This design comes from an exercise in tuning for small area and a short achievable clock period on the open sky130 flow, not from production work. The RTL was checked by simulation tests, not by an equivalence proof against the original design. No activity file was given, so power comes from the tool's default toggle rates.

==> config.mk <==
export PLATFORM = sky130hd
export DESIGN_NAME = lj_pair_top
export DESIGN_NICKNAME = lj_pair_top
export VERILOG_FILES = /design/flow/design.v
export SDC_FILE = /design/flow/constraint.sdc
export NUM_CORES = 4
export LEC_CHECK = 0
export ABC_AREA = 1
export CAP_MARGIN = 20
export CORE_MARGIN = 2
export CORE_UTILIZATION = 40
export SETUP_SLACK_MARGIN = 5
export SLEW_MARGIN = 20
==> design.v <==
`default_nettype none
package lj_pkg;
	localparam int CELL_ID_WIDTH  = 2;             
	localparam int CELL_POS_WIDTH = 6;             
	localparam int MAG_WIDTH      = 6;             
	localparam int ACC_WIDTH   = 32;               
	localparam int COUNT_WIDTH = 8;                
	localparam int CMAG_WIDTH  = 14;
	localparam int PROD_WIDTH  = CMAG_WIDTH + MAG_WIDTH;    
	localparam int FORCE_SHIFT = 6;
	localparam int QH_WIDTH    = PROD_WIDTH - FORCE_SHIFT;
endpackage
`default_nettype wire
`timescale 1ns/1ns
`default_nettype none
import lj_pkg::*;
module pair_decode (
	input  logic [lj_pkg::CELL_ID_WIDTH-1:0]   hc,
	input  logic [lj_pkg::CELL_ID_WIDTH-1:0]   nc,
	input  logic [lj_pkg::CELL_POS_WIDTH-1:0]  hp,
	input  logic [lj_pkg::CELL_POS_WIDTH-1:0]  np,
	output logic                               ok,
	output logic                               neg,
	output logic [lj_pkg::MAG_WIDTH-1:0]       mag
);
	logic       up;                                
	logic       dn;                                
	logic [6:0] dp;                                
	logic       dp_neg;
	logic       dp_pos;
	always_comb begin
		up = 1'b0;
		dn = 1'b0;
		case ({hc, nc})
			4'b00_01, 4'b01_10, 4'b10_00: up = 1'b1;
			4'b00_10, 4'b01_00, 4'b10_01: dn = 1'b1;
			default: ;
		endcase
	end
	assign dp     = {1'b0, np} - {1'b0, hp};
	assign dp_neg = dp[6];
	assign dp_pos = ~dp[6] & (dp[5:0] != 6'd0);
	assign neg    = dn | (~up & dp_neg);
	assign ok     = up ? dp_neg : (dn ? dp_pos : 1'b1);
	assign mag    = (dp[5:0] ^ {6{neg}}) + {5'd0, neg};
endmodule
module lj_sumsq (
	input  logic [5:0]  a,
	input  logic [5:0]  b,
	input  logic [5:0]  c,
	output logic [13:0] ra,      
	output logic [13:0] rb
);
	logic t1;
	logic t2;
	logic t3;
	logic t4;
	logic t5;
	logic t6;
	logic t7;
	logic t8;
	logic t9;
	logic t10;
	logic t11;
	logic t12;
	logic t13;
	logic t14;
	logic t15;
	logic t16;
	logic t17;
	logic t18;
	logic t19;
	logic t20;
	logic t21;
	logic t22;
	logic t23;
	logic t24;
	logic t25;
	logic t26;
	logic t27;
	logic t28;
	logic t29;
	logic t30;
	logic t31;
	logic t32;
	logic t33;
	logic t34;
	logic t35;
	logic t36;
	logic t37;
	logic t38;
	logic t39;
	logic t40;
	logic t41;
	logic t42;
	logic t43;
	logic t44;
	logic t45;
	logic t46;
	logic t47;
	logic t48;
	logic t49;
	logic t50;
	logic t51;
	logic t52;
	logic t53;
	logic t54;
	logic t55;
	logic t56;
	logic t57;
	logic t58;
	logic t59;
	logic t60;
	logic t61;
	logic t62;
	logic t63;
	logic t64;
	logic t65;
	logic t66;
	logic t67;
	logic t68;
	logic t69;
	logic t70;
	logic t71;
	logic t72;
	logic t73;
	logic t74;
	logic t75;
	logic t76;
	logic t77;
	logic t78;
	logic t79;
	logic t80;
	logic t81;
	logic t82;
	logic t83;
	logic t84;
	logic t85;
	logic t86;
	logic t87;
	logic t88;
	logic t89;
	logic t90;
	logic t91;
	logic t92;
	logic t93;
	logic t94;
	logic t95;
	logic t96;
	logic t97;
	logic t98;
	logic t99;
	logic t100;
	logic t101;
	logic t102;
	logic t103;
	logic t104;
	logic t105;
	logic t106;
	logic t107;
	logic t108;
	logic t109;
	logic t110;
	logic t111;
	logic t112;
	logic t113;
	logic t114;
	logic t115;
	logic t116;
	logic t117;
	logic t118;
	logic t119;
	logic t120;
	logic t121;
	logic t122;
	logic t123;
	logic t124;
	logic t125;
	logic t126;
	logic t127;
	logic t128;
	logic t129;
	logic t130;
	logic t131;
	logic t132;
	logic t133;
	logic t134;
	logic t135;
	logic t136;
	logic t137;
	assign t1 = a[0] & a[1];
	assign t2 = a[0] & a[2];
	assign t3 = a[0] & a[3];
	assign t4 = a[0] & a[4];
	assign t5 = a[0] & a[5];
	assign t6 = a[1] & a[2];
	assign t7 = a[1] & a[3];
	assign t8 = a[1] & a[4];
	assign t9 = a[1] & a[5];
	assign t10 = a[2] & a[3];
	assign t11 = a[2] & a[4];
	assign t12 = a[2] & a[5];
	assign t13 = a[3] & a[4];
	assign t14 = a[3] & a[5];
	assign t15 = a[4] & a[5];
	assign t16 = b[0] & b[1];
	assign t17 = b[0] & b[2];
	assign t18 = b[0] & b[3];
	assign t19 = b[0] & b[4];
	assign t20 = b[0] & b[5];
	assign t21 = b[1] & b[2];
	assign t22 = b[1] & b[3];
	assign t23 = b[1] & b[4];
	assign t24 = b[1] & b[5];
	assign t25 = b[2] & b[3];
	assign t26 = b[2] & b[4];
	assign t27 = b[2] & b[5];
	assign t28 = b[3] & b[4];
	assign t29 = b[3] & b[5];
	assign t30 = b[4] & b[5];
	assign t31 = c[0] & c[1];
	assign t32 = c[0] & c[2];
	assign t33 = c[0] & c[3];
	assign t34 = c[0] & c[4];
	assign t35 = c[0] & c[5];
	assign t36 = c[1] & c[2];
	assign t37 = c[1] & c[3];
	assign t38 = c[1] & c[4];
	assign t39 = c[1] & c[5];
	assign t40 = c[2] & c[3];
	assign t41 = c[2] & c[4];
	assign t42 = c[2] & c[5];
	assign t43 = c[3] & c[4];
	assign t44 = c[3] & c[5];
	assign t45 = c[4] & c[5];
	assign t46 = t5 ^ t8 ^ t10;
	assign t47 = (t5 & t8) | (t5 & t10) | (t8 & t10);
	assign t48 = a[3] ^ t20;
	assign t49 = a[3] & t20;
	assign t50 = t3 ^ t6 ^ a[2];
	assign t51 = (t3 & t6) | (t3 & a[2]) | (t6 & a[2]);
	assign t52 = t18 ^ t21;
	assign t53 = t18 & t21;
	assign t54 = t4 ^ t7 ^ t19;
	assign t55 = (t4 & t7) | (t4 & t19) | (t7 & t19);
	assign t56 = t46 ^ t48 ^ t23;
	assign t57 = (t46 & t48) | (t46 & t23) | (t48 & t23);
	assign t58 = t25 ^ b[3] ^ t35;
	assign t59 = (t25 & b[3]) | (t25 & t35) | (b[3] & t35);
	assign t60 = t47 ^ t49 ^ t9;
	assign t61 = (t47 & t49) | (t47 & t9) | (t49 & t9);
	assign t62 = t11 ^ t24 ^ t26;
	assign t63 = (t11 & t24) | (t11 & t26) | (t24 & t26);
	assign t64 = t12 ^ t13 ^ a[4];
	assign t65 = (t12 & t13) | (t12 & a[4]) | (t13 & a[4]);
	assign t66 = t27 ^ t28 ^ b[4];
	assign t67 = (t27 & t28) | (t27 & b[4]) | (t28 & b[4]);
	assign t68 = t42 ^ t43;
	assign t69 = t42 & t43;
	assign t70 = t1 ^ a[1] ^ t16;
	assign t71 = (t1 & a[1]) | (t1 & t16) | (a[1] & t16);
	assign t72 = t50 ^ t52 ^ b[2];
	assign t73 = (t50 & t52) | (t50 & b[2]) | (t52 & b[2]);
	assign t74 = t51 ^ t53 ^ t54;
	assign t75 = (t51 & t53) | (t51 & t54) | (t53 & t54);
	assign t76 = t22 ^ t34;
	assign t77 = t22 & t34;
	assign t78 = t55 ^ t56 ^ t58;
	assign t79 = (t55 & t56) | (t55 & t58) | (t56 & t58);
	assign t80 = t38 ^ t40 ^ c[3];
	assign t81 = (t38 & t40) | (t38 & c[3]) | (t40 & c[3]);
	assign t82 = t57 ^ t59 ^ t60;
	assign t83 = (t57 & t59) | (t57 & t60) | (t59 & t60);
	assign t84 = t62 ^ t39 ^ t41;
	assign t85 = (t62 & t39) | (t62 & t41) | (t39 & t41);
	assign t86 = t61 ^ t63 ^ t64;
	assign t87 = (t61 & t63) | (t61 & t64) | (t63 & t64);
	assign t88 = t66 ^ t68 ^ c[4];
	assign t89 = (t66 & t68) | (t66 & c[4]) | (t68 & c[4]);
	assign t90 = t65 ^ t67 ^ t69;
	assign t91 = (t65 & t67) | (t65 & t69) | (t67 & t69);
	assign t92 = t14 ^ t29 ^ t44;
	assign t93 = (t14 & t29) | (t14 & t44) | (t29 & t44);
	assign t94 = t15 ^ a[5] ^ t30;
	assign t95 = (t15 & a[5]) | (t15 & t30) | (a[5] & t30);
	assign t96 = b[5] ^ t45 ^ c[5];
	assign t97 = (b[5] & t45) | (b[5] & c[5]) | (t45 & c[5]);
	assign t98 = t70 ^ b[1];
	assign t99 = t70 & b[1];
	assign t100 = t71 ^ t2 ^ t17;
	assign t101 = (t71 & t2) | (t71 & t17) | (t2 & t17);
	assign t102 = t72 ^ t33 ^ t36;
	assign t103 = (t72 & t33) | (t72 & t36) | (t33 & t36);
	assign t104 = t73 ^ t74 ^ t76;
	assign t105 = (t73 & t74) | (t73 & t76) | (t74 & t76);
	assign t106 = t75 ^ t77 ^ t78;
	assign t107 = (t75 & t77) | (t75 & t78) | (t77 & t78);
	assign t108 = t79 ^ t81 ^ t82;
	assign t109 = (t79 & t81) | (t79 & t82) | (t81 & t82);
	assign t110 = t83 ^ t85 ^ t86;
	assign t111 = (t83 & t85) | (t83 & t86) | (t85 & t86);
	assign t112 = t87 ^ t89 ^ t90;
	assign t113 = (t87 & t89) | (t87 & t90) | (t89 & t90);
	assign t114 = t91 ^ t93 ^ t94;
	assign t115 = (t91 & t93) | (t91 & t94) | (t93 & t94);
	assign t116 = a[0] ^ b[0];
	assign t117 = a[0] & b[0];
	assign t118 = t98 ^ t31;
	assign t119 = t98 & t31;
	assign t120 = t99 ^ t100 ^ t32;
	assign t121 = (t99 & t100) | (t99 & t32) | (t100 & t32);
	assign t122 = t101 ^ t102 ^ c[2];
	assign t123 = (t101 & t102) | (t101 & c[2]) | (t102 & c[2]);
	assign t124 = t103 ^ t104 ^ t37;
	assign t125 = (t103 & t104) | (t103 & t37) | (t104 & t37);
	assign t126 = t105 ^ t106 ^ t80;
	assign t127 = (t105 & t106) | (t105 & t80) | (t106 & t80);
	assign t128 = t107 ^ t108 ^ t84;
	assign t129 = (t107 & t108) | (t107 & t84) | (t108 & t84);
	assign t130 = t109 ^ t110 ^ t88;
	assign t131 = (t109 & t110) | (t109 & t88) | (t110 & t88);
	assign t132 = t111 ^ t112 ^ t92;
	assign t133 = (t111 & t112) | (t111 & t92) | (t112 & t92);
	assign t134 = t113 ^ t114 ^ t96;
	assign t135 = (t113 & t114) | (t113 & t96) | (t114 & t96);
	assign t136 = t115 ^ t95 ^ t97;
	assign t137 = (t115 & t95) | (t115 & t97) | (t95 & t97);
	assign ra = {1'b0, t137, t135, t133, t131, t129, t127, t125, t123, t121, t119, t118, t117, t116};
	assign rb = {1'b0, 1'b0, t136, t134, t132, t130, t128, t126, t124, t122, t120, c[1], 1'b0, c[0]};
endmodule
`default_nettype wire
`timescale 1ns/1ns
`default_nettype none
import lj_pkg::*;
module force_execute (
	input  logic                               en,
	input  logic [7:0]                         tab,      
	output logic                               csign,
	output logic [lj_pkg::CMAG_WIDTH-1:0]      cmag
);
	logic                         t_sign;
	logic [lj_pkg::CMAG_WIDTH-1:0] t_mag;
	always_comb begin
		case (tab)
			8'd0: begin t_sign = 1'b0; t_mag = 14'd16000; end   
			8'd1: begin t_sign = 1'b0; t_mag = 14'd15745; end   
			8'd2: begin t_sign = 1'b0; t_mag = 14'd15490; end   
			8'd3: begin t_sign = 1'b0; t_mag = 14'd15235; end   
			8'd4: begin t_sign = 1'b0; t_mag = 14'd14980; end   
			8'd5: begin t_sign = 1'b0; t_mag = 14'd14725; end   
			8'd6: begin t_sign = 1'b0; t_mag = 14'd14470; end   
			8'd7: begin t_sign = 1'b0; t_mag = 14'd14215; end   
			8'd8: begin t_sign = 1'b0; t_mag = 14'd13960; end   
			8'd9: begin t_sign = 1'b0; t_mag = 14'd13705; end   
			8'd10: begin t_sign = 1'b0; t_mag = 14'd13450; end   
			8'd11: begin t_sign = 1'b0; t_mag = 14'd13195; end   
			8'd12: begin t_sign = 1'b0; t_mag = 14'd12940; end   
			8'd13: begin t_sign = 1'b0; t_mag = 14'd12685; end   
			8'd14: begin t_sign = 1'b0; t_mag = 14'd12430; end   
			8'd15: begin t_sign = 1'b0; t_mag = 14'd12175; end   
			8'd16: begin t_sign = 1'b0; t_mag = 14'd11920; end   
			8'd17: begin t_sign = 1'b0; t_mag = 14'd11665; end   
			8'd18: begin t_sign = 1'b0; t_mag = 14'd11410; end   
			8'd19: begin t_sign = 1'b0; t_mag = 14'd11155; end   
			8'd20: begin t_sign = 1'b0; t_mag = 14'd10900; end   
			8'd21: begin t_sign = 1'b0; t_mag = 14'd10645; end   
			8'd22: begin t_sign = 1'b0; t_mag = 14'd10390; end   
			8'd23: begin t_sign = 1'b0; t_mag = 14'd10135; end   
			8'd24: begin t_sign = 1'b0; t_mag = 14'd9880; end   
			8'd25: begin t_sign = 1'b0; t_mag = 14'd9625; end   
			8'd26: begin t_sign = 1'b0; t_mag = 14'd9370; end   
			8'd27: begin t_sign = 1'b0; t_mag = 14'd9115; end   
			8'd28: begin t_sign = 1'b0; t_mag = 14'd8860; end   
			8'd29: begin t_sign = 1'b0; t_mag = 14'd8605; end   
			8'd30: begin t_sign = 1'b0; t_mag = 14'd8350; end   
			8'd31: begin t_sign = 1'b0; t_mag = 14'd8095; end   
			8'd32: begin t_sign = 1'b0; t_mag = 14'd8000; end   
			8'd33: begin t_sign = 1'b0; t_mag = 14'd7800; end   
			8'd34: begin t_sign = 1'b0; t_mag = 14'd7600; end   
			8'd35: begin t_sign = 1'b0; t_mag = 14'd7400; end   
			8'd36: begin t_sign = 1'b0; t_mag = 14'd7200; end   
			8'd37: begin t_sign = 1'b0; t_mag = 14'd7000; end   
			8'd38: begin t_sign = 1'b0; t_mag = 14'd6800; end   
			8'd39: begin t_sign = 1'b0; t_mag = 14'd6600; end   
			8'd40: begin t_sign = 1'b0; t_mag = 14'd6400; end   
			8'd41: begin t_sign = 1'b0; t_mag = 14'd6200; end   
			8'd42: begin t_sign = 1'b0; t_mag = 14'd6000; end   
			8'd43: begin t_sign = 1'b0; t_mag = 14'd5800; end   
			8'd44: begin t_sign = 1'b0; t_mag = 14'd5600; end   
			8'd45: begin t_sign = 1'b0; t_mag = 14'd5400; end   
			8'd46: begin t_sign = 1'b0; t_mag = 14'd5200; end   
			8'd47: begin t_sign = 1'b0; t_mag = 14'd5000; end   
			8'd48: begin t_sign = 1'b0; t_mag = 14'd4800; end   
			8'd49: begin t_sign = 1'b0; t_mag = 14'd4600; end   
			8'd50: begin t_sign = 1'b0; t_mag = 14'd4400; end   
			8'd51: begin t_sign = 1'b0; t_mag = 14'd4200; end   
			8'd52: begin t_sign = 1'b0; t_mag = 14'd4000; end   
			8'd53: begin t_sign = 1'b0; t_mag = 14'd3800; end   
			8'd54: begin t_sign = 1'b0; t_mag = 14'd3600; end   
			8'd55: begin t_sign = 1'b0; t_mag = 14'd3400; end   
			8'd56: begin t_sign = 1'b0; t_mag = 14'd3200; end   
			8'd57: begin t_sign = 1'b0; t_mag = 14'd3000; end   
			8'd58: begin t_sign = 1'b0; t_mag = 14'd2800; end   
			8'd59: begin t_sign = 1'b0; t_mag = 14'd2600; end   
			8'd60: begin t_sign = 1'b0; t_mag = 14'd2400; end   
			8'd61: begin t_sign = 1'b0; t_mag = 14'd2200; end   
			8'd62: begin t_sign = 1'b0; t_mag = 14'd2000; end   
			8'd63: begin t_sign = 1'b0; t_mag = 14'd1800; end   
			8'd64: begin t_sign = 1'b0; t_mag = 14'd1800; end   
			8'd65: begin t_sign = 1'b0; t_mag = 14'd1740; end   
			8'd66: begin t_sign = 1'b0; t_mag = 14'd1680; end   
			8'd67: begin t_sign = 1'b0; t_mag = 14'd1620; end   
			8'd68: begin t_sign = 1'b0; t_mag = 14'd1560; end   
			8'd69: begin t_sign = 1'b0; t_mag = 14'd1500; end   
			8'd70: begin t_sign = 1'b0; t_mag = 14'd1440; end   
			8'd71: begin t_sign = 1'b0; t_mag = 14'd1380; end   
			8'd72: begin t_sign = 1'b0; t_mag = 14'd1320; end   
			8'd73: begin t_sign = 1'b0; t_mag = 14'd1260; end   
			8'd74: begin t_sign = 1'b0; t_mag = 14'd1200; end   
			8'd75: begin t_sign = 1'b0; t_mag = 14'd1140; end   
			8'd76: begin t_sign = 1'b0; t_mag = 14'd1080; end   
			8'd77: begin t_sign = 1'b0; t_mag = 14'd1020; end   
			8'd78: begin t_sign = 1'b0; t_mag = 14'd960; end   
			8'd79: begin t_sign = 1'b0; t_mag = 14'd900; end   
			8'd80: begin t_sign = 1'b0; t_mag = 14'd840; end   
			8'd81: begin t_sign = 1'b0; t_mag = 14'd780; end   
			8'd82: begin t_sign = 1'b0; t_mag = 14'd720; end   
			8'd83: begin t_sign = 1'b0; t_mag = 14'd660; end   
			8'd84: begin t_sign = 1'b0; t_mag = 14'd600; end   
			8'd85: begin t_sign = 1'b0; t_mag = 14'd540; end   
			8'd86: begin t_sign = 1'b0; t_mag = 14'd480; end   
			8'd87: begin t_sign = 1'b0; t_mag = 14'd420; end   
			8'd88: begin t_sign = 1'b0; t_mag = 14'd360; end   
			8'd89: begin t_sign = 1'b0; t_mag = 14'd300; end   
			8'd90: begin t_sign = 1'b0; t_mag = 14'd240; end   
			8'd91: begin t_sign = 1'b0; t_mag = 14'd180; end   
			8'd92: begin t_sign = 1'b0; t_mag = 14'd120; end   
			8'd93: begin t_sign = 1'b0; t_mag = 14'd60; end   
			8'd94: begin t_sign = 1'b0; t_mag = 14'd0; end   
			8'd95: begin t_sign = 1'b1; t_mag = 14'd60; end   
			8'd96: begin t_sign = 1'b1; t_mag = 14'd60; end   
			8'd97: begin t_sign = 1'b1; t_mag = 14'd68; end   
			8'd98: begin t_sign = 1'b1; t_mag = 14'd76; end   
			8'd99: begin t_sign = 1'b1; t_mag = 14'd84; end   
			8'd100: begin t_sign = 1'b1; t_mag = 14'd92; end   
			8'd101: begin t_sign = 1'b1; t_mag = 14'd100; end   
			8'd102: begin t_sign = 1'b1; t_mag = 14'd108; end   
			8'd103: begin t_sign = 1'b1; t_mag = 14'd116; end   
			8'd104: begin t_sign = 1'b1; t_mag = 14'd124; end   
			8'd105: begin t_sign = 1'b1; t_mag = 14'd132; end   
			8'd106: begin t_sign = 1'b1; t_mag = 14'd140; end   
			8'd107: begin t_sign = 1'b1; t_mag = 14'd148; end   
			8'd108: begin t_sign = 1'b1; t_mag = 14'd156; end   
			8'd109: begin t_sign = 1'b1; t_mag = 14'd164; end   
			8'd110: begin t_sign = 1'b1; t_mag = 14'd172; end   
			8'd111: begin t_sign = 1'b1; t_mag = 14'd180; end   
			8'd112: begin t_sign = 1'b1; t_mag = 14'd188; end   
			8'd113: begin t_sign = 1'b1; t_mag = 14'd196; end   
			8'd114: begin t_sign = 1'b1; t_mag = 14'd204; end   
			8'd115: begin t_sign = 1'b1; t_mag = 14'd212; end   
			8'd116: begin t_sign = 1'b1; t_mag = 14'd220; end   
			8'd117: begin t_sign = 1'b1; t_mag = 14'd228; end   
			8'd118: begin t_sign = 1'b1; t_mag = 14'd236; end   
			8'd119: begin t_sign = 1'b1; t_mag = 14'd244; end   
			8'd120: begin t_sign = 1'b1; t_mag = 14'd252; end   
			8'd121: begin t_sign = 1'b1; t_mag = 14'd260; end   
			8'd122: begin t_sign = 1'b1; t_mag = 14'd268; end   
			8'd123: begin t_sign = 1'b1; t_mag = 14'd276; end   
			8'd124: begin t_sign = 1'b1; t_mag = 14'd284; end   
			8'd125: begin t_sign = 1'b1; t_mag = 14'd292; end   
			8'd126: begin t_sign = 1'b1; t_mag = 14'd300; end   
			8'd127: begin t_sign = 1'b1; t_mag = 14'd308; end   
			8'd128: begin t_sign = 1'b1; t_mag = 14'd310; end   
			8'd129: begin t_sign = 1'b1; t_mag = 14'd313; end   
			8'd130: begin t_sign = 1'b1; t_mag = 14'd316; end   
			8'd131: begin t_sign = 1'b1; t_mag = 14'd319; end   
			8'd132: begin t_sign = 1'b1; t_mag = 14'd322; end   
			8'd133: begin t_sign = 1'b1; t_mag = 14'd325; end   
			8'd134: begin t_sign = 1'b1; t_mag = 14'd328; end   
			8'd135: begin t_sign = 1'b1; t_mag = 14'd331; end   
			8'd136: begin t_sign = 1'b1; t_mag = 14'd334; end   
			8'd137: begin t_sign = 1'b1; t_mag = 14'd337; end   
			8'd138: begin t_sign = 1'b1; t_mag = 14'd340; end   
			8'd139: begin t_sign = 1'b1; t_mag = 14'd343; end   
			8'd140: begin t_sign = 1'b1; t_mag = 14'd346; end   
			8'd141: begin t_sign = 1'b1; t_mag = 14'd349; end   
			8'd142: begin t_sign = 1'b1; t_mag = 14'd352; end   
			8'd143: begin t_sign = 1'b1; t_mag = 14'd355; end   
			8'd144: begin t_sign = 1'b1; t_mag = 14'd358; end   
			8'd145: begin t_sign = 1'b1; t_mag = 14'd361; end   
			8'd146: begin t_sign = 1'b1; t_mag = 14'd364; end   
			8'd147: begin t_sign = 1'b1; t_mag = 14'd367; end   
			8'd148: begin t_sign = 1'b1; t_mag = 14'd370; end   
			8'd149: begin t_sign = 1'b1; t_mag = 14'd373; end   
			8'd150: begin t_sign = 1'b1; t_mag = 14'd376; end   
			8'd151: begin t_sign = 1'b1; t_mag = 14'd379; end   
			8'd152: begin t_sign = 1'b1; t_mag = 14'd382; end   
			8'd153: begin t_sign = 1'b1; t_mag = 14'd385; end   
			8'd154: begin t_sign = 1'b1; t_mag = 14'd388; end   
			8'd155: begin t_sign = 1'b1; t_mag = 14'd391; end   
			8'd156: begin t_sign = 1'b1; t_mag = 14'd394; end   
			8'd157: begin t_sign = 1'b1; t_mag = 14'd397; end   
			8'd158: begin t_sign = 1'b1; t_mag = 14'd400; end   
			8'd159: begin t_sign = 1'b1; t_mag = 14'd403; end   
			8'd160: begin t_sign = 1'b1; t_mag = 14'd400; end   
			8'd161: begin t_sign = 1'b1; t_mag = 14'd401; end   
			8'd162: begin t_sign = 1'b1; t_mag = 14'd402; end   
			8'd163: begin t_sign = 1'b1; t_mag = 14'd403; end   
			8'd164: begin t_sign = 1'b1; t_mag = 14'd404; end   
			8'd165: begin t_sign = 1'b1; t_mag = 14'd405; end   
			8'd166: begin t_sign = 1'b1; t_mag = 14'd406; end   
			8'd167: begin t_sign = 1'b1; t_mag = 14'd407; end   
			8'd168: begin t_sign = 1'b1; t_mag = 14'd408; end   
			8'd169: begin t_sign = 1'b1; t_mag = 14'd409; end   
			8'd170: begin t_sign = 1'b1; t_mag = 14'd410; end   
			8'd171: begin t_sign = 1'b1; t_mag = 14'd411; end   
			8'd172: begin t_sign = 1'b1; t_mag = 14'd412; end   
			8'd173: begin t_sign = 1'b1; t_mag = 14'd413; end   
			8'd174: begin t_sign = 1'b1; t_mag = 14'd414; end   
			8'd175: begin t_sign = 1'b1; t_mag = 14'd415; end   
			8'd176: begin t_sign = 1'b1; t_mag = 14'd416; end   
			8'd177: begin t_sign = 1'b1; t_mag = 14'd417; end   
			8'd178: begin t_sign = 1'b1; t_mag = 14'd418; end   
			8'd179: begin t_sign = 1'b1; t_mag = 14'd419; end   
			8'd180: begin t_sign = 1'b1; t_mag = 14'd420; end   
			8'd181: begin t_sign = 1'b1; t_mag = 14'd421; end   
			8'd182: begin t_sign = 1'b1; t_mag = 14'd422; end   
			8'd183: begin t_sign = 1'b1; t_mag = 14'd423; end   
			8'd184: begin t_sign = 1'b1; t_mag = 14'd424; end   
			8'd185: begin t_sign = 1'b1; t_mag = 14'd425; end   
			8'd186: begin t_sign = 1'b1; t_mag = 14'd426; end   
			8'd187: begin t_sign = 1'b1; t_mag = 14'd427; end   
			8'd188: begin t_sign = 1'b1; t_mag = 14'd428; end   
			8'd189: begin t_sign = 1'b1; t_mag = 14'd429; end   
			8'd190: begin t_sign = 1'b1; t_mag = 14'd430; end   
			8'd191: begin t_sign = 1'b1; t_mag = 14'd431; end   
			8'd192: begin t_sign = 1'b1; t_mag = 14'd300; end   
			8'd193: begin t_sign = 1'b1; t_mag = 14'd302; end   
			8'd194: begin t_sign = 1'b1; t_mag = 14'd304; end   
			8'd195: begin t_sign = 1'b1; t_mag = 14'd306; end   
			8'd196: begin t_sign = 1'b1; t_mag = 14'd308; end   
			8'd197: begin t_sign = 1'b1; t_mag = 14'd310; end   
			8'd198: begin t_sign = 1'b1; t_mag = 14'd312; end   
			8'd199: begin t_sign = 1'b1; t_mag = 14'd314; end   
			8'd200: begin t_sign = 1'b1; t_mag = 14'd316; end   
			8'd201: begin t_sign = 1'b1; t_mag = 14'd318; end   
			8'd202: begin t_sign = 1'b1; t_mag = 14'd320; end   
			8'd203: begin t_sign = 1'b1; t_mag = 14'd322; end   
			8'd204: begin t_sign = 1'b1; t_mag = 14'd324; end   
			8'd205: begin t_sign = 1'b1; t_mag = 14'd326; end   
			8'd206: begin t_sign = 1'b1; t_mag = 14'd328; end   
			8'd207: begin t_sign = 1'b1; t_mag = 14'd330; end   
			8'd208: begin t_sign = 1'b1; t_mag = 14'd332; end   
			8'd209: begin t_sign = 1'b1; t_mag = 14'd334; end   
			8'd210: begin t_sign = 1'b1; t_mag = 14'd336; end   
			8'd211: begin t_sign = 1'b1; t_mag = 14'd338; end   
			8'd212: begin t_sign = 1'b1; t_mag = 14'd340; end   
			8'd213: begin t_sign = 1'b1; t_mag = 14'd342; end   
			8'd214: begin t_sign = 1'b1; t_mag = 14'd344; end   
			8'd215: begin t_sign = 1'b1; t_mag = 14'd346; end   
			8'd216: begin t_sign = 1'b1; t_mag = 14'd348; end   
			8'd217: begin t_sign = 1'b1; t_mag = 14'd350; end   
			8'd218: begin t_sign = 1'b1; t_mag = 14'd352; end   
			8'd219: begin t_sign = 1'b1; t_mag = 14'd354; end   
			8'd220: begin t_sign = 1'b1; t_mag = 14'd356; end   
			8'd221: begin t_sign = 1'b1; t_mag = 14'd358; end   
			8'd222: begin t_sign = 1'b1; t_mag = 14'd360; end   
			8'd223: begin t_sign = 1'b1; t_mag = 14'd362; end   
			8'd224: begin t_sign = 1'b1; t_mag = 14'd200; end   
			8'd225: begin t_sign = 1'b1; t_mag = 14'd204; end   
			8'd226: begin t_sign = 1'b1; t_mag = 14'd208; end   
			8'd227: begin t_sign = 1'b1; t_mag = 14'd212; end   
			8'd228: begin t_sign = 1'b1; t_mag = 14'd216; end   
			8'd229: begin t_sign = 1'b1; t_mag = 14'd220; end   
			8'd230: begin t_sign = 1'b1; t_mag = 14'd224; end   
			8'd231: begin t_sign = 1'b1; t_mag = 14'd228; end   
			8'd232: begin t_sign = 1'b1; t_mag = 14'd232; end   
			8'd233: begin t_sign = 1'b1; t_mag = 14'd236; end   
			8'd234: begin t_sign = 1'b1; t_mag = 14'd240; end   
			8'd235: begin t_sign = 1'b1; t_mag = 14'd244; end   
			8'd236: begin t_sign = 1'b1; t_mag = 14'd248; end   
			8'd237: begin t_sign = 1'b1; t_mag = 14'd252; end   
			8'd238: begin t_sign = 1'b1; t_mag = 14'd256; end   
			8'd239: begin t_sign = 1'b1; t_mag = 14'd260; end   
			8'd240: begin t_sign = 1'b1; t_mag = 14'd264; end   
			8'd241: begin t_sign = 1'b1; t_mag = 14'd268; end   
			8'd242: begin t_sign = 1'b1; t_mag = 14'd272; end   
			8'd243: begin t_sign = 1'b1; t_mag = 14'd276; end   
			8'd244: begin t_sign = 1'b1; t_mag = 14'd280; end   
			8'd245: begin t_sign = 1'b1; t_mag = 14'd284; end   
			8'd246: begin t_sign = 1'b1; t_mag = 14'd288; end   
			8'd247: begin t_sign = 1'b1; t_mag = 14'd292; end   
			8'd248: begin t_sign = 1'b1; t_mag = 14'd296; end   
			8'd249: begin t_sign = 1'b1; t_mag = 14'd300; end   
			8'd250: begin t_sign = 1'b1; t_mag = 14'd304; end   
			8'd251: begin t_sign = 1'b1; t_mag = 14'd308; end   
			8'd252: begin t_sign = 1'b1; t_mag = 14'd312; end   
			8'd253: begin t_sign = 1'b1; t_mag = 14'd316; end   
			8'd254: begin t_sign = 1'b1; t_mag = 14'd320; end   
			8'd255: begin t_sign = 1'b1; t_mag = 14'd324; end   
			default: begin t_sign = 1'b0; t_mag = 14'd0; end
		endcase
	end
	assign csign = t_sign;
	assign cmag  = t_mag & {CMAG_WIDTH{en}};
endmodule
module lj_mul (
	input  logic [13:0] c,
	input  logic [5:0]  m,
	output logic [19:0] q
);
	logic t1;
	logic t2;
	logic t3;
	logic t4;
	logic t5;
	logic t6;
	logic t7;
	logic t8;
	logic t9;
	logic t10;
	logic t11;
	logic t12;
	logic t13;
	logic t14;
	logic t15;
	logic t16;
	logic t17;
	logic t18;
	logic t19;
	logic t20;
	logic t21;
	logic t22;
	logic t23;
	logic t24;
	logic t25;
	logic t26;
	logic t27;
	logic t28;
	logic t29;
	logic t30;
	logic t31;
	logic t32;
	logic t33;
	logic t34;
	logic t35;
	logic t36;
	logic t37;
	logic t38;
	logic t39;
	logic t40;
	logic t41;
	logic t42;
	logic t43;
	logic t44;
	logic t45;
	logic t46;
	logic t47;
	logic t48;
	logic t49;
	logic t50;
	logic t51;
	logic t52;
	logic t53;
	logic t54;
	logic t55;
	logic t56;
	logic t57;
	logic t58;
	logic t59;
	logic t60;
	logic t61;
	logic t62;
	logic t63;
	logic t64;
	logic t65;
	logic t66;
	logic t67;
	logic t68;
	logic t69;
	logic t70;
	logic t71;
	logic t72;
	logic t73;
	logic t74;
	logic t75;
	logic t76;
	logic t77;
	logic t78;
	logic t79;
	logic t80;
	logic t81;
	logic t82;
	logic t83;
	logic t84;
	logic t85;
	logic t86;
	logic t87;
	logic t88;
	logic t89;
	logic t90;
	logic t91;
	logic t92;
	logic t93;
	logic t94;
	logic t95;
	logic t96;
	logic t97;
	logic t98;
	logic t99;
	logic t100;
	logic t101;
	logic t102;
	logic t103;
	logic t104;
	logic t105;
	logic t106;
	logic t107;
	logic t108;
	logic t109;
	logic t110;
	logic t111;
	logic t112;
	logic t113;
	logic t114;
	logic t115;
	logic t116;
	logic t117;
	logic t118;
	logic t119;
	logic t120;
	logic t121;
	logic t122;
	logic t123;
	logic t124;
	logic t125;
	logic t126;
	logic t127;
	logic t128;
	logic t129;
	logic t130;
	logic t131;
	logic t132;
	logic t133;
	logic t134;
	logic t135;
	logic t136;
	logic t137;
	logic t138;
	logic t139;
	logic t140;
	logic t141;
	logic t142;
	logic t143;
	logic t144;
	logic t145;
	logic t146;
	logic t147;
	logic t148;
	logic t149;
	logic t150;
	logic t151;
	logic t152;
	logic t153;
	logic t154;
	logic t155;
	logic t156;
	logic t157;
	logic t158;
	logic t159;
	logic t160;
	logic t161;
	logic t162;
	logic t163;
	logic t164;
	logic t165;
	logic t166;
	logic t167;
	logic t168;
	logic t169;
	logic t170;
	logic t171;
	logic t172;
	logic t173;
	logic t174;
	logic t175;
	logic t176;
	logic t177;
	logic t178;
	logic t179;
	logic t180;
	logic t181;
	logic t182;
	logic t183;
	logic t184;
	logic t185;
	logic t186;
	logic t187;
	logic t188;
	assign t1 = c[0] & m[0];
	assign t2 = c[0] & m[1];
	assign t3 = c[0] & m[2];
	assign t4 = c[0] & m[3];
	assign t5 = c[0] & m[4];
	assign t6 = c[0] & m[5];
	assign t7 = c[1] & m[0];
	assign t8 = c[1] & m[1];
	assign t9 = c[1] & m[2];
	assign t10 = c[1] & m[3];
	assign t11 = c[1] & m[4];
	assign t12 = c[1] & m[5];
	assign t13 = c[2] & m[0];
	assign t14 = c[2] & m[1];
	assign t15 = c[2] & m[2];
	assign t16 = c[2] & m[3];
	assign t17 = c[2] & m[4];
	assign t18 = c[2] & m[5];
	assign t19 = c[3] & m[0];
	assign t20 = c[3] & m[1];
	assign t21 = c[3] & m[2];
	assign t22 = c[3] & m[3];
	assign t23 = c[3] & m[4];
	assign t24 = c[3] & m[5];
	assign t25 = c[4] & m[0];
	assign t26 = c[4] & m[1];
	assign t27 = c[4] & m[2];
	assign t28 = c[4] & m[3];
	assign t29 = c[4] & m[4];
	assign t30 = c[4] & m[5];
	assign t31 = c[5] & m[0];
	assign t32 = c[5] & m[1];
	assign t33 = c[5] & m[2];
	assign t34 = c[5] & m[3];
	assign t35 = c[5] & m[4];
	assign t36 = c[5] & m[5];
	assign t37 = c[6] & m[0];
	assign t38 = c[6] & m[1];
	assign t39 = c[6] & m[2];
	assign t40 = c[6] & m[3];
	assign t41 = c[6] & m[4];
	assign t42 = c[6] & m[5];
	assign t43 = c[7] & m[0];
	assign t44 = c[7] & m[1];
	assign t45 = c[7] & m[2];
	assign t46 = c[7] & m[3];
	assign t47 = c[7] & m[4];
	assign t48 = c[7] & m[5];
	assign t49 = c[8] & m[0];
	assign t50 = c[8] & m[1];
	assign t51 = c[8] & m[2];
	assign t52 = c[8] & m[3];
	assign t53 = c[8] & m[4];
	assign t54 = c[8] & m[5];
	assign t55 = c[9] & m[0];
	assign t56 = c[9] & m[1];
	assign t57 = c[9] & m[2];
	assign t58 = c[9] & m[3];
	assign t59 = c[9] & m[4];
	assign t60 = c[9] & m[5];
	assign t61 = c[10] & m[0];
	assign t62 = c[10] & m[1];
	assign t63 = c[10] & m[2];
	assign t64 = c[10] & m[3];
	assign t65 = c[10] & m[4];
	assign t66 = c[10] & m[5];
	assign t67 = c[11] & m[0];
	assign t68 = c[11] & m[1];
	assign t69 = c[11] & m[2];
	assign t70 = c[11] & m[3];
	assign t71 = c[11] & m[4];
	assign t72 = c[11] & m[5];
	assign t73 = c[12] & m[0];
	assign t74 = c[12] & m[1];
	assign t75 = c[12] & m[2];
	assign t76 = c[12] & m[3];
	assign t77 = c[12] & m[4];
	assign t78 = c[12] & m[5];
	assign t79 = c[13] & m[0];
	assign t80 = c[13] & m[1];
	assign t81 = c[13] & m[2];
	assign t82 = c[13] & m[3];
	assign t83 = c[13] & m[4];
	assign t84 = c[13] & m[5];
	assign t85 = t5 ^ t10;
	assign t86 = t5 & t10;
	assign t87 = t6 ^ t11 ^ t16;
	assign t88 = (t6 & t11) | (t6 & t16) | (t11 & t16);
	assign t89 = t21 ^ t26;
	assign t90 = t21 & t26;
	assign t91 = t12 ^ t17 ^ t22;
	assign t92 = (t12 & t17) | (t12 & t22) | (t17 & t22);
	assign t93 = t27 ^ t32 ^ t37;
	assign t94 = (t27 & t32) | (t27 & t37) | (t32 & t37);
	assign t95 = t18 ^ t23 ^ t28;
	assign t96 = (t18 & t23) | (t18 & t28) | (t23 & t28);
	assign t97 = t33 ^ t38 ^ t43;
	assign t98 = (t33 & t38) | (t33 & t43) | (t38 & t43);
	assign t99 = t24 ^ t29 ^ t34;
	assign t100 = (t24 & t29) | (t24 & t34) | (t29 & t34);
	assign t101 = t39 ^ t44 ^ t49;
	assign t102 = (t39 & t44) | (t39 & t49) | (t44 & t49);
	assign t103 = t30 ^ t35 ^ t40;
	assign t104 = (t30 & t35) | (t30 & t40) | (t35 & t40);
	assign t105 = t45 ^ t50 ^ t55;
	assign t106 = (t45 & t50) | (t45 & t55) | (t50 & t55);
	assign t107 = t36 ^ t41 ^ t46;
	assign t108 = (t36 & t41) | (t36 & t46) | (t41 & t46);
	assign t109 = t51 ^ t56 ^ t61;
	assign t110 = (t51 & t56) | (t51 & t61) | (t56 & t61);
	assign t111 = t42 ^ t47 ^ t52;
	assign t112 = (t42 & t47) | (t42 & t52) | (t47 & t52);
	assign t113 = t57 ^ t62 ^ t67;
	assign t114 = (t57 & t62) | (t57 & t67) | (t62 & t67);
	assign t115 = t48 ^ t53 ^ t58;
	assign t116 = (t48 & t53) | (t48 & t58) | (t53 & t58);
	assign t117 = t63 ^ t68 ^ t73;
	assign t118 = (t63 & t68) | (t63 & t73) | (t68 & t73);
	assign t119 = t54 ^ t59 ^ t64;
	assign t120 = (t54 & t59) | (t54 & t64) | (t59 & t64);
	assign t121 = t69 ^ t74 ^ t79;
	assign t122 = (t69 & t74) | (t69 & t79) | (t74 & t79);
	assign t123 = t60 ^ t65 ^ t70;
	assign t124 = (t60 & t65) | (t60 & t70) | (t65 & t70);
	assign t125 = t75 ^ t80;
	assign t126 = t75 & t80;
	assign t127 = t66 ^ t71 ^ t76;
	assign t128 = (t66 & t71) | (t66 & t76) | (t71 & t76);
	assign t129 = t4 ^ t9;
	assign t130 = t4 & t9;
	assign t131 = t85 ^ t15 ^ t20;
	assign t132 = (t85 & t15) | (t85 & t20) | (t15 & t20);
	assign t133 = t86 ^ t87 ^ t89;
	assign t134 = (t86 & t87) | (t86 & t89) | (t87 & t89);
	assign t135 = t88 ^ t90 ^ t91;
	assign t136 = (t88 & t90) | (t88 & t91) | (t90 & t91);
	assign t137 = t92 ^ t94 ^ t95;
	assign t138 = (t92 & t94) | (t92 & t95) | (t94 & t95);
	assign t139 = t96 ^ t98 ^ t99;
	assign t140 = (t96 & t98) | (t96 & t99) | (t98 & t99);
	assign t141 = t100 ^ t102 ^ t103;
	assign t142 = (t100 & t102) | (t100 & t103) | (t102 & t103);
	assign t143 = t104 ^ t106 ^ t107;
	assign t144 = (t104 & t106) | (t104 & t107) | (t106 & t107);
	assign t145 = t108 ^ t110 ^ t111;
	assign t146 = (t108 & t110) | (t108 & t111) | (t110 & t111);
	assign t147 = t112 ^ t114 ^ t115;
	assign t148 = (t112 & t114) | (t112 & t115) | (t114 & t115);
	assign t149 = t116 ^ t118 ^ t119;
	assign t150 = (t116 & t118) | (t116 & t119) | (t118 & t119);
	assign t151 = t120 ^ t122 ^ t123;
	assign t152 = (t120 & t122) | (t120 & t123) | (t122 & t123);
	assign t153 = t124 ^ t126 ^ t127;
	assign t154 = (t124 & t126) | (t124 & t127) | (t126 & t127);
	assign t155 = t128 ^ t72 ^ t77;
	assign t156 = (t128 & t72) | (t128 & t77) | (t72 & t77);
	assign t157 = t3 ^ t8;
	assign t158 = t3 & t8;
	assign t159 = t129 ^ t14 ^ t19;
	assign t160 = (t129 & t14) | (t129 & t19) | (t14 & t19);
	assign t161 = t130 ^ t131 ^ t25;
	assign t162 = (t130 & t131) | (t130 & t25) | (t131 & t25);
	assign t163 = t132 ^ t133 ^ t31;
	assign t164 = (t132 & t133) | (t132 & t31) | (t133 & t31);
	assign t165 = t134 ^ t135 ^ t93;
	assign t166 = (t134 & t135) | (t134 & t93) | (t135 & t93);
	assign t167 = t136 ^ t137 ^ t97;
	assign t168 = (t136 & t137) | (t136 & t97) | (t137 & t97);
	assign t169 = t138 ^ t139 ^ t101;
	assign t170 = (t138 & t139) | (t138 & t101) | (t139 & t101);
	assign t171 = t140 ^ t141 ^ t105;
	assign t172 = (t140 & t141) | (t140 & t105) | (t141 & t105);
	assign t173 = t142 ^ t143 ^ t109;
	assign t174 = (t142 & t143) | (t142 & t109) | (t143 & t109);
	assign t175 = t144 ^ t145 ^ t113;
	assign t176 = (t144 & t145) | (t144 & t113) | (t145 & t113);
	assign t177 = t146 ^ t147 ^ t117;
	assign t178 = (t146 & t147) | (t146 & t117) | (t147 & t117);
	assign t179 = t148 ^ t149 ^ t121;
	assign t180 = (t148 & t149) | (t148 & t121) | (t149 & t121);
	assign t181 = t150 ^ t151 ^ t125;
	assign t182 = (t150 & t151) | (t150 & t125) | (t151 & t125);
	assign t183 = t152 ^ t153 ^ t81;
	assign t184 = (t152 & t153) | (t152 & t81) | (t153 & t81);
	assign t185 = t154 ^ t155 ^ t82;
	assign t186 = (t154 & t155) | (t154 & t82) | (t155 & t82);
	assign t187 = t156 ^ t78 ^ t83;
	assign t188 = (t156 & t78) | (t156 & t83) | (t78 & t83);
	assign q = {1'b0, t188, t186, t184, t182, t180, t178, t176, t174, t172, t170, t168, t166, t164, t162, t160, t158, t157, t2, t1}
	         + {1'b0, t84, t187, t185, t183, t181, t179, t177, t175, t173, t171, t169, t167, t165, t163, t161, t159, t13, t7, 1'b0};
endmodule
`default_nettype wire
`timescale 1ns/1ns
`default_nettype none
import lj_pkg::*;
module force_accumulate (
	input  logic                                clk,
	input  logic                                clr,
	input  logic                                s,
	input  logic                                lz,       
	input  logic [lj_pkg::QH_WIDTH-1:0]         qh,       
	output logic [lj_pkg::ACC_WIDTH-1:0]        acc
);
	localparam int HW = ACC_WIDTH - QH_WIDTH;        
	logic [ACC_WIDTH-1:0]         base;
	logic [QH_WIDTH+1:0]          lo;              
	logic                         c;
	logic                         inc;
	logic                         dec;
	logic [HW-1:0]                hi;
	logic [HW:0]                  all1;            
	logic [HW:0]                  all0;            
	assign base = clr ? '0 : acc;
	assign lo   = {1'b0, base[QH_WIDTH-1:0], 1'b1} + {1'b0, qh ^ {QH_WIDTH{s}}, s & lz};
	assign c    = lo[QH_WIDTH+1];
	assign inc  = c & ~s;
	assign dec  = s & ~c;
	assign hi   = base[ACC_WIDTH-1:QH_WIDTH];
	assign all1[0] = 1'b1;
	assign all0[0] = 1'b1;
	genvar i;
	generate
		for (i = 0; i < HW; i++) begin : g_hi
			assign all1[i+1] = all1[i] & hi[i];
			assign all0[i+1] = all0[i] & ~hi[i];
		end
	endgenerate
	always_ff @(posedge clk) begin
		acc <= {hi ^ (({HW{inc}} & all1[HW-1:0]) | ({HW{dec}} & all0[HW-1:0])), lo[QH_WIDTH:1]};
	end
endmodule
`default_nettype wire
`timescale 1ns/1ns
`default_nettype none
import lj_pkg::*;
module lj_pair_top (
	input  logic                                   clk,
	input  logic                                   rst_n,
	input  logic                                   pair_valid,
	input  logic                                   pair_last,
	input  logic [3*lj_pkg::CELL_ID_WIDTH-1:0]     home_cell,
	input  logic [3*lj_pkg::CELL_ID_WIDTH-1:0]     nbr_cell,
	input  logic [3*lj_pkg::CELL_POS_WIDTH-1:0]    home_pos,
	input  logic [3*lj_pkg::CELL_POS_WIDTH-1:0]    nbr_pos,
	output logic                                   force_valid,
	output logic signed [lj_pkg::ACC_WIDTH-1:0]    force_x,
	output logic signed [lj_pkg::ACC_WIDTH-1:0]    force_y,
	output logic signed [lj_pkg::ACC_WIDTH-1:0]    force_z,
	output logic [lj_pkg::COUNT_WIDTH-1:0]         pair_count
);
	localparam int MW = MAG_WIDTH;
	localparam int CW = CMAG_WIDTH;
	localparam int QW = QH_WIDTH;
	logic [2:0]        ok0;
	logic [2:0]        neg0;
	logic [3*MW-1:0]   mag0;
	genvar a;
	generate
		for (a = 0; a < 3; a++) begin : g_axis
			pair_decode dec_i (
				.hc(home_cell[a*CELL_ID_WIDTH +: CELL_ID_WIDTH]),
				.nc(nbr_cell[a*CELL_ID_WIDTH +: CELL_ID_WIDTH]),
				.hp(home_pos[a*CELL_POS_WIDTH +: CELL_POS_WIDTH]),
				.np(nbr_pos[a*CELL_POS_WIDTH +: CELL_POS_WIDTH]),
				.ok(ok0[a]), .neg(neg0[a]), .mag(mag0[a*MW +: MW])
			);
		end
	endgenerate
	logic              v1, last1;
	logic [2:0]        neg1;
	logic [3*MW-1:0]   mag1;
	always_ff @(posedge clk or negedge rst_n) begin
		if (!rst_n) begin
			v1    <= 1'b0;
			last1 <= 1'b0;
		end else begin
			v1    <= pair_valid & (&ok0);
			last1 <= pair_valid & pair_last;
		end
	end
	always_ff @(posedge clk) begin
		neg1 <= neg0;
		mag1 <= mag0;
	end
	logic [13:0]       ra1, rb1;                   
	logic              big1;                       
	lj_sumsq sumsq_i (.a(mag1[0 +: MW]), .b(mag1[MW +: MW]), .c(mag1[2*MW +: MW]),
		.ra(ra1), .rb(rb1));
	assign big1 = (mag1[5:2] != 4'd0) | (mag1[MW+5:MW+2] != 4'd0) | (mag1[2*MW+5:2*MW+2] != 4'd0);
	logic              v2, last2, big2;
	logic [13:0]       ra2, rb2;
	logic [2:0]        neg2;
	logic [3*MW-1:0]   mag2;
	always_ff @(posedge clk or negedge rst_n) begin
		if (!rst_n) begin
			v2    <= 1'b0;
			last2 <= 1'b0;
		end else begin
			v2    <= v1;
			last2 <= last1;
		end
	end
	always_ff @(posedge clk) begin
		big2 <= big1;
		ra2  <= ra1;
		rb2  <= rb1;
		neg2 <= neg1;
		mag2 <= mag1;
	end
	logic [13:0]       r2;
	logic              en2;
	logic              csign;
	logic [CW-1:0]     cmag;
	assign r2  = ra2 + rb2;
	assign en2 = v2 & (r2[13:12] == 2'b00) & (big2 | r2[4]);
	force_execute coef_i (.en(en2), .tab(r2[11:4]), .csign(csign), .cmag(cmag));
	logic              en3, last3;
	logic [2:0]        s3;
	logic [CW-1:0]     cmag3;
	logic [3*MW-1:0]   mag3;
	always_ff @(posedge clk or negedge rst_n) begin
		if (!rst_n) begin
			en3   <= 1'b0;
			last3 <= 1'b0;
		end else begin
			en3   <= en2;
			last3 <= last2;
		end
	end
	always_ff @(posedge clk) begin
		s3    <= neg2 ^ {3{csign}};
		cmag3 <= cmag;
		mag3  <= mag2;
	end
	logic [3*QW-1:0]   qh3;
	logic [2:0]        lz3;
	generate
		for (a = 0; a < 3; a++) begin : g_mul
			logic [PROD_WIDTH-1:0] q;
			lj_mul mul_i (.c(cmag3), .m(mag3[a*MW +: MW]), .q(q));
			assign qh3[a*QW +: QW] = q[PROD_WIDTH-1:FORCE_SHIFT];
			assign lz3[a]          = (q[FORCE_SHIFT-1:0] == '0);
		end
	endgenerate
	logic              en4, last4;
	logic [2:0]        s4;
	logic [2:0]        lz4;
	logic [3*QW-1:0]   qh4;
	always_ff @(posedge clk or negedge rst_n) begin
		if (!rst_n) begin
			en4   <= 1'b0;
			last4 <= 1'b0;
		end else begin
			en4   <= en3;
			last4 <= last3;
		end
	end
	always_ff @(posedge clk) begin
		s4  <= s3;
		lz4 <= lz3;
		qh4 <= qh3;
	end
	logic              clr;
	always_ff @(posedge clk or negedge rst_n) begin
		if (!rst_n) begin
			force_valid <= 1'b0;
			clr         <= 1'b1;
		end else begin
			force_valid <= last4;
			clr         <= last4 | (clr & ~en4);
		end
	end
	force_accumulate acc_x (.clk(clk), .clr(clr), .s(s4[2]), .lz(lz4[2]),
		.qh(qh4[2*QW +: QW]), .acc(force_x));
	force_accumulate acc_y (.clk(clk), .clr(clr), .s(s4[1]), .lz(lz4[1]),
		.qh(qh4[QW +: QW]), .acc(force_y));
	force_accumulate acc_z (.clk(clk), .clr(clr), .s(s4[0]), .lz(lz4[0]),
		.qh(qh4[0 +: QW]), .acc(force_z));
	always_ff @(posedge clk) begin
		pair_count <= (clr ? '0 : pair_count) + {{(COUNT_WIDTH-1){1'b0}}, en4};
	end
endmodule
`default_nettype wire
==> constraint.sdc <==
create_clock -name core_clock -period 9.5 [get_ports {clk}]
set_input_delay 1.9000 -clock core_clock [delete_from_list [all_inputs] [get_ports {clk}]]
set_output_delay 1.9000 -clock core_clock [all_outputs]
set_load 0.01 [all_outputs]
==> run.sh <==
#!/bin/bash
# synth_recipe.tcl (not shown) runs the flow's synth.tcl, then flattens the netlist and writes it again
# the make line also repeats each setting of config.mk as NAME=value (left out here)
make -C /OpenROAD-flow-scripts/flow DESIGN_CONFIG=/design/flow/config.mk WORK_HOME=/design/flow/orfs CLKGATE_MAP_FILE= SYNTH_SCRIPT=/design/flow/synth_recipe.tcl finish
==> results of run 1 <==
[layout make-up]
cell class / instances / area (um2) / area share
clock inverters: 20 / 209.0 / 0.008144
inverters: 697 / 2619 / 0.1021
flip-flops and latches: 262 / 5318 / 0.2073
repair buffers: 161 / 1612 / 0.06281
multi-input cells: 1975 / 14150 / 0.5515
clock buffers: 36 / 814.5 / 0.03175
well taps: 748 / 935.9 / 0.03648
[registers in the layout (all words and copies together), names as in the netlist, 3 cells and up]
register,count
neg1,3
ra2,13
rb2,9
acc_z.acc,32
mag1,18
lz4,3
acc_y.acc,32
s4,3
mag3,18
mag2,18
acc_x.acc,32
s3,3
qh4,42
pair_count,8
cmag3,14
neg2,3
[worst register-to-register path, cell delays in order (launching register included)]
cell                       delay (ns)
sky130_fd_sc_hd__dfxtp_1         0.67
sky130_fd_sc_hd__nand2_1         0.12
sky130_fd_sc_hd__inv_1           0.09
sky130_fd_sc_hd__fa_1            0.44
sky130_fd_sc_hd__fa_1            0.55
sky130_fd_sc_hd__inv_1           0.06
sky130_fd_sc_hd__fa_1            0.49
sky130_fd_sc_hd__inv_1           0.04
sky130_fd_sc_hd__ha_1            0.35
sky130_fd_sc_hd__nand2_1         0.09
sky130_fd_sc_hd__nor2_1          0.19
sky130_fd_sc_hd__o21ai_0         0.12
sky130_fd_sc_hd__o211ai_1        0.12
sky130_fd_sc_hd__nor2_1          0.11
sky130_fd_sc_hd__o21bai_1        0.23
sky130_fd_sc_hd__nand3_1         0.11
sky130_fd_sc_hd__nand2_1         0.10
sky130_fd_sc_hd__xor2_1          0.14
[cell usage after synthesis (6+ instances only)]
cell type,count
sky130_fd_sc_hd__a211oi_1,6
sky130_fd_sc_hd__a21o_1,6
sky130_fd_sc_hd__a21oi_1,144
sky130_fd_sc_hd__a31oi_1,8
sky130_fd_sc_hd__buf_2,13
sky130_fd_sc_hd__clkbuf_1,59
sky130_fd_sc_hd__dfrtp_1,9
sky130_fd_sc_hd__dfxtp_1,252
sky130_fd_sc_hd__fa_1,181
sky130_fd_sc_hd__ha_1,174
sky130_fd_sc_hd__inv_1,692
sky130_fd_sc_hd__nand2_1,683
sky130_fd_sc_hd__nand2_2,11
sky130_fd_sc_hd__nand3_1,98
sky130_fd_sc_hd__nand4_1,34
sky130_fd_sc_hd__nor2_1,157
sky130_fd_sc_hd__nor2_2,17
sky130_fd_sc_hd__nor3_1,25
sky130_fd_sc_hd__nor4_1,25
sky130_fd_sc_hd__o211ai_1,19
sky130_fd_sc_hd__o21ai_0,89
sky130_fd_sc_hd__o21ai_1,6
sky130_fd_sc_hd__o21bai_1,13
sky130_fd_sc_hd__o31ai_1,6
sky130_fd_sc_hd__or2_2,6
sky130_fd_sc_hd__xnor2_1,43
sky130_fd_sc_hd__xor2_1,178
[report_power, final]
part	switching, W	internal [W]
registers	0.000526	0.00161
clock network	0.000491	0.000699
logic	0.00393	0.00247
[worst paths after layout]
check                      slack, ns              from  cells after the start               to
max                             5.41  mag3[16]$_DFF_P_                     17  qh4[38]$_DFF_P_
min                             0.32   mag2[0]$_DFF_P_                      0  mag3[0]$_DFF_P_
max reg2reg                     5.41  mag3[16]$_DFF_P_                     17  qh4[38]$_DFF_P_
min reg2reg                     0.32   mag2[0]$_DFF_P_                      0  mag3[0]$_DFF_P_
max in group asynchronous       7.42             rst_n                      1  last1$_DFF_PN0_
min in group asynchronous       1.70             rst_n                      1     v1$_DFF_PN0_
[through the flow]
step	util	total power, W	setup slack (ns)	hold slack, ns
floorplan	-	0.006775	5.467	0.3096
global placement	0.4456	0.008551	4.920	0.3100
detailed placement	0.4456	0.008552	4.875	0.3121
CTS	0.4642	0.009804	5.135	0.3230
global route	0.4648	0.01083	5.015	0.3290
finish	0.4648	0.009731	5.415	0.3209
[metal layers]
layer | routed length [um] | GRT usage
met5 | 0 | 0
met4 | 1028 | 0.04649
met3 | 2082 | 0.02082
met2 | 22810 | 0.3008
met1 | 23250 | 0.2256
[logic make-up after synthesis]
logic type	count (synthesis)
compound gates	318
buf+inv	778
fa+ha+maj	355
xor+xnor	224
mux	3
flops	262
simple gates	1075
==> impl_summary.txt, run 1 <==
----------------------------------------------------
[Status]
  Outcome ... finished clean

[Synthesis]
  Share of the synthesized area in the top cell type ... 0.2251
  Number of instances in the synthesized netlist ... 3015
  Library cells used by synthesis ... 56
  Share of synthesized cell area in full adder, half adder and majority cells ... 0.2588
  Fraction of the yosys area taken by sequential cells ... 0.2363
  Synth area leaders ... sky130_fd_sc_hd__dfxtp_1 (23%), sky130_fd_sc_hd__fa_1 (16%), sky130_fd_sc_hd__inv_1 (12%)
  Fraction of synthesis flops using an asynchronous set or reset pin ... 0.03817
  Number of synthesized flops with an enable pin ... 0
  Post-synth net total ... 3422
  Post-synthesis instance area ... 22410 um2
  Post-synthesis mux area share ... 0.001340
  Synth Flop Type ... sky130_fd_sc_hd__dfxtp_1
  Fraction of the mapped netlist area in compound gates ... 0.08005
  Combinational family with the most area after synthesis ... adder cells
  Avg Synthesized Cell Area ... 7.434 um2
  Number of synthesized register bits ... 262
  Xor-xnor portion of the synthesized cell area ... 0.08853
  YS warnings ... 4
  Top cell type by total area after synthesis ... sky130_fd_sc_hd__dfxtp_1
  Area share of and/or/nand/nor cells after synthesis ... 0.2025

[Clocking]
  Number of buffers between clock root and the deepest sink ... 3
  Clock tree from TritonCTS ... yes
  Post-CTS setup repair buffer count ... 0
  Clock latency on the worst-skew pair ... 0.58 ns
  PostCTS Resize Cnt ... 0
  Clock edge transition at the registers on the reported setup and hold paths ... 0.06 ns
  Number of H-tree branching levels ... 1
  Hold buffer count at cts ... 0
  Clock root buffer ... sky130_fd_sc_hd__clkbuf_16
  TritonCTS Buffers ... 31
  Number of sinks on the clock net ... 262

[Floorplanning]
  Vertical die dimension ... 240.7 um
  Floorplan core area ... 55200 um2
  Starting density of the core ... 0.4060
  Chip Width ... 240.7 um
  Standard-cell rows ... 86
  Full die area ... 57940 um2
  IO Pins ... 157

[Timing]
  Max-slew headroom at the worst pin ... 0.3666
  Setup TNS ... 0 ns
  Crit share post-route ... 0.4300
  Slew of the pin with the lowest slew margin ... 0.9488 ns
  Fmax achieved ... 244.8 MHz
  RSZ-0062 raised after global routing ... false
  Final slew viol count ... 0
  Worst clock skew ... 0.02250 ns
  Fin crit period ... 4.085 ns
  Total of endpoints with negative setup slack in the final report ... 0
  Final count of hold timing violations ... 0

[Cells and area]
  Number of nets in the final layout ... 3535
  Fill cell count ... 5535
  Commonest cells after routing, fill and taps aside ... sky130_fd_sc_hd__inv_1 (692), sky130_fd_sc_hd__nand2_1 (683), sky130_fd_sc_hd__dfxtp_1 (235), sky130_fd_sc_hd__fa_1 (181), sky130_fd_sc_hd__xor2_1 (178)
  Share of post-route cells with drive strength above 1 ... 0.04157
  Final Non-Filler Cells ... 3899
  Most common cell after layout, fill and taps aside ... sky130_fd_sc_hd__inv_1
  Final design area excluding fillers ... 25660 um2
  Total inserted antenna cells ... 0
  Synth-to-layout area growth ... 14.46%

[Placement]
  Input/output buffers ... 156
  Total placed instance area ... 24600 um2
  Number of placed cells counting well taps ... 3843
  Sum of net half-perimeters after detailed placement ... 38960 um
  Global placer's final weighted congestion ... 0.8682

[Setup path]
  Crit path max-delay cell type ... sky130_fd_sc_hd__dfxtp_1
  CP top delay family ... adder cells
  Chain of cells forming the critical path ... nand2_1 -> inv_1 -> fa_1 -> fa_1 -> inv_1 -> fa_1 -> inv_1 -> ha_1 -> nand2_1 -> nor2_1 -> o21ai_0 -> o211ai_1 -> nor2_1 -> o21bai_1 -> nand3_1 -> nand2_1 -> xor2_1
  Capturing element type of the critical path ... flop
  Critical path launch point type ... flop
  Largest fanout on the critical path ... 14
  Number of buffer and inverter stages on the critical path ... 3
  Type of the worst setup path ... flop to flop
  Longest individual stage delay on the worst path ... 0.67 ns
  Data required time at the worst endpoint ... 9.99 ns
  Worst EP arrival ... 4.57 ns

[Global routing]
  Global-route usage over all layers ... 0.1726
  Antenna violations before repair ... 0
  Via count of the first global-routing pass ... 17.75k
  Global-route wire length before repair ... 83480 um
  Largest net degree at the start of global routing ... 58
  Overflow left after global routing ... 0

[Pwr]
  Highest ir drop seen on vdd ... 0.0002782 V
  Power density of the placed cells ... 379.3 nW/um2
  Leakage power of the design ... 14.60 nW

[Job]
  # Max-Cap Violations ... 0

[Detailed routing]
  Per-cell routed wire length ... 12.61 um
  Remaining antenna violation count after routing ... 0
  Final Routed Wirelength ... 49180 um
  Number of violations reported at the end of detailed-routing iteration 0 ... 957
  Number of DRC violations after detailed routing ... 0
  Detailed-route vias per instance ... 4.639
  Number of optimization iterations in the first detailed-route pass ... 5
  Vias ... 18.09k

[Worst hold path]
  Hold Crit Class ... flop to flop

----------------------------------------------------
==> inputs of run 2 (changes only) <==
--- a/config.mk
+++ b/config.mk
@@ -7,3 +7,2 @@
 export LEC_CHECK = 0
-export ABC_AREA = 1
 export CAP_MARGIN = 20
@@ -11,2 +10,3 @@
 export CORE_UTILIZATION = 40
+export CTS_BUF_LIST = sky130_fd_sc_hd__clkbuf_4 sky130_fd_sc_hd__clkbuf_8
 export SETUP_SLACK_MARGIN = 5
==> impl_summary.txt, run 2 <==
----------------------------------------------------
[Setup path]
  CP top delay family ... compound AO/OA/AOI/OAI gates
  Critical path launch point type ... input pin
  Worst R2R Path Depth ... 19
  Longest individual stage delay on the worst path ... 0.46 ns
  Reg-to-reg endpoint ... acc_x.acc[31]$_DFF_P_
  Capturing element type of the critical path ... flop
  Register-to-Register Setup Slack ... 5.12 ns
  Data required time at the worst endpoint ... 9.99 ns
  Reg-to-Reg Start ... clr$_DFF_PN1_
  Worst EP arrival ... 4.89 ns
  Number of buffer and inverter stages on the critical path ... 3
  Crit path max-delay cell type ... sky130_fd_sc_hd__clkdlybuf4s50_1
  Type of the worst setup path ... input pin to flop

[Cells and area]
  Share of post-route cells with drive strength above 1 ... 0.1078
  Commonest cells after routing, fill and taps aside ... sky130_fd_sc_hd__inv_1 (275), sky130_fd_sc_hd__and2_1 (253), sky130_fd_sc_hd__dfxtp_1 (234), sky130_fd_sc_hd__fa_1 (180), sky130_fd_sc_hd__ha_1 (160)
  Number of flip-flops under the largest register name ... 42

[Timing]
  Max-slew headroom at the worst pin ... 0.2808
  Crit share post-route ... 0.4640
  RSZ-0062 raised after global routing ... true
  Total of endpoints with negative setup slack in the final report ... 0
  Final count of hold timing violations ... 0
  Worst clock skew ... 0.03233 ns
  Fmax achieved ... 226.8 MHz

[Synthesis]
  Post-synth net total ... 3041
  Fraction of synthesis flops using an asynchronous set or reset pin ... 0.03817
  Top cells by instance count after synthesis ... sky130_fd_sc_hd__inv_1 (277), sky130_fd_sc_hd__and2_1 (253), sky130_fd_sc_hd__dfxtp_1 (252), sky130_fd_sc_hd__fa_1 (181), sky130_fd_sc_hd__ha_1 (174)
  Leading cell type by number of instances after synthesis ... sky130_fd_sc_hd__inv_1
  Synth Flop Type ... sky130_fd_sc_hd__dfxtp_1
  Number of synthesized flops with an enable pin ... 0
  YS warnings ... 4

[Detailed routing]
  Final Routed Wirelength ... 56790 um
  Vias ... 19.05k
  Number of violations reported at the end of detailed-routing iteration 0 ... 998

[Status]
  Outcome ... finished clean

[Floorplanning]
  IO Pins ... 157
  Vertical die dimension ... 243.0 um
  Chip Width ... 243.0 um
  Standard-cell rows ... 87

[Clocking]
  Clock tree from TritonCTS ... yes
  Number of H-tree branching levels ... 2
  TritonCTS Buffers ... 48
  Clock root buffer ... sky130_fd_sc_hd__clkbuf_8

[Pwr]
  Power density of the placed cells ... 405.2 nW/um2
  Highest ir drop seen on vdd ... 0.0002785 V

[Global routing]
  Global-route wire length before repair ... 93990 um
  Largest net degree at the start of global routing ... 36
  Antenna violations before repair ... 4

[Worst hold path]
  Terminating pin of the worst hold path ... mag3[2]$_DFF_P_
  Startpoint of the worst hold path ... mag2[2]$_DFF_P_

----------------------------------------------------
-- run 2: cell types whose count changed after synthesis, moves of 19 or more --
cell                       before  now
sky130_fd_sc_hd__nand2_1      683  148
sky130_fd_sc_hd__inv_1        692  277
sky130_fd_sc_hd__and2_1         2  253
sky130_fd_sc_hd__xor2_1       178   93
sky130_fd_sc_hd__nor2b_1        0   78
sky130_fd_sc_hd__xnor2_1       43   97
sky130_fd_sc_hd__nor3_1        25   78
sky130_fd_sc_hd__nand3_1       98   58
sky130_fd_sc_hd__o21a_1         2   25
sky130_fd_sc_hd__or3_1          0   23
sky130_fd_sc_hd__a21o_1         6   28
sky130_fd_sc_hd__nand2b_1       0   21
sky130_fd_sc_hd__nand4_1       34   15
-- run 2: worst reg2reg max path, cell delays in order (launching register included) --
cell and delay (ns):
sky130_fd_sc_hd__dfstp_4 0.68, sky130_fd_sc_hd__buf_12 0.14, sky130_fd_sc_hd__nor2b_4 0.05, sky130_fd_sc_hd__ha_4 0.26, sky130_fd_sc_hd__a31o_4 0.15, sky130_fd_sc_hd__a21oi_4 0.07
sky130_fd_sc_hd__nor2b_4 0.14, sky130_fd_sc_hd__o31ai_4 0.08, sky130_fd_sc_hd__a2111o_1 0.49, sky130_fd_sc_hd__a31oi_4 0.23, sky130_fd_sc_hd__a31o_4 0.22, sky130_fd_sc_hd__ha_4 0.16
sky130_fd_sc_hd__nand3_2 0.07, sky130_fd_sc_hd__or4_4 0.53, sky130_fd_sc_hd__nor3_4 0.15, sky130_fd_sc_hd__and4_4 0.27, sky130_fd_sc_hd__nand4_4 0.12, sky130_fd_sc_hd__xnor2_2 0.17
sky130_fd_sc_hd__nor2_1 0.06, sky130_fd_sc_hd__o32ai_2 0.24
-- run 2: cells by family (layout without fill, tap and decap cells) --
logic type / after synthesis / count (layout) / share of synthesized area
AO/OA/AOI/OAI: 518 / 518 / 0.1513
other: 0 / 1 / 0
multiplexers: 25 / 25 / 0.01128
flip-flops: 262 / 262 / 0.2318
XOR/XNOR: 191 / 191 / 0.07356
buffers and inverters: 386 / 600 / 0.06561
AND/OR/NAND/NOR: 897 / 897 / 0.2125
adder cells (fa/ha/maj): 355 / 355 / 0.2539
-- run 2: power breakdown --
group	total, W	internal [W]	switching (W)
sequential	0.00228	0.00164	0.000646
combinational	0.00759	0.00336	0.00423
clock	0.00121	0.000711	0.000497
total	0.0111	0.00570	0.00537
-- run 2: area by class of cell --
class / instances / area [um2]
fill: 5334 / 29050
inverter: 278 / 1044
multi-input combinational: 1986 / 16570
antenna: 1 / 2.502
sequential: 262 / 5350
tap: 756 / 945.9
clock buffer: 79 / 987.2
timing repair buffer: 236 / 2333
clock inverter: 7 / 100.1
-- run 2: stage by stage --
stage / instance area, um2 / worst slack (ns) / total power, W / cells
floorplan: 23080 / 4.793 / 0.007434 / 2634
global placement: 25130 / 3.909 / 0.009158 / 3448
detailed placement: 25130 / 3.806 / 0.009331 / 3448
CTS: 26660 / 4.978 / 0.01081 / 3561
global route: 27340 / 4.952 / 0.01214 / 3605
finish: 27340 / 5.092 / 0.01108 / 3605
-- run 2: worst max-delay path by stage --
stage	startpoint	endpoint	slack, ns	depth (start not counted)
detailed placement	clr$_DFF_PN1_	acc_z.acc[31]$_DFF_P_	3.81	19
global route	clr$_DFF_PN1_	acc_y.acc[31]$_DFF_P_	4.95	20
global placement	clr$_DFF_PN1_	acc_z.acc[30]$_DFF_P_	3.91	19
CTS	clr$_DFF_PN1_	acc_z.acc[31]$_DFF_P_	4.98	20
finish	home_pos[6]	mag1[10]$_DFF_P_	5.09	16
floorplan	clr$_DFF_PN1_	acc_x.acc[31]$_DFF_P_	4.79	24
-- run 2: repair_timing --
action                                  in CTS  in global routing
cloned                                       2                  0
endpoints found under the setup margin      55                 32
endpoints found under the hold margin        0                  0
setup buffers                               25                 43
pin swaps                                   16                 57
resized for setup                           41                 70
-- run 2: metal layers --
metal  up-vias  wire length [um]  track usage
li1       9264                 -            -
met1      9273             25310       0.2432
met2       425             27430       0.3250
met3        86              2774      0.03041
met4         0              1278      0.05594
met5         -                 0            0

Re-timed with assumed drivers on the ports (clkbuf_16 on the clock, buf_2 on other inputs), run 2 has 5.119 ns of setup slack against 5.092 ns with ideal ports, and 4.452 ns once port delays also move by the mid clock arrival of 0.667 ns.
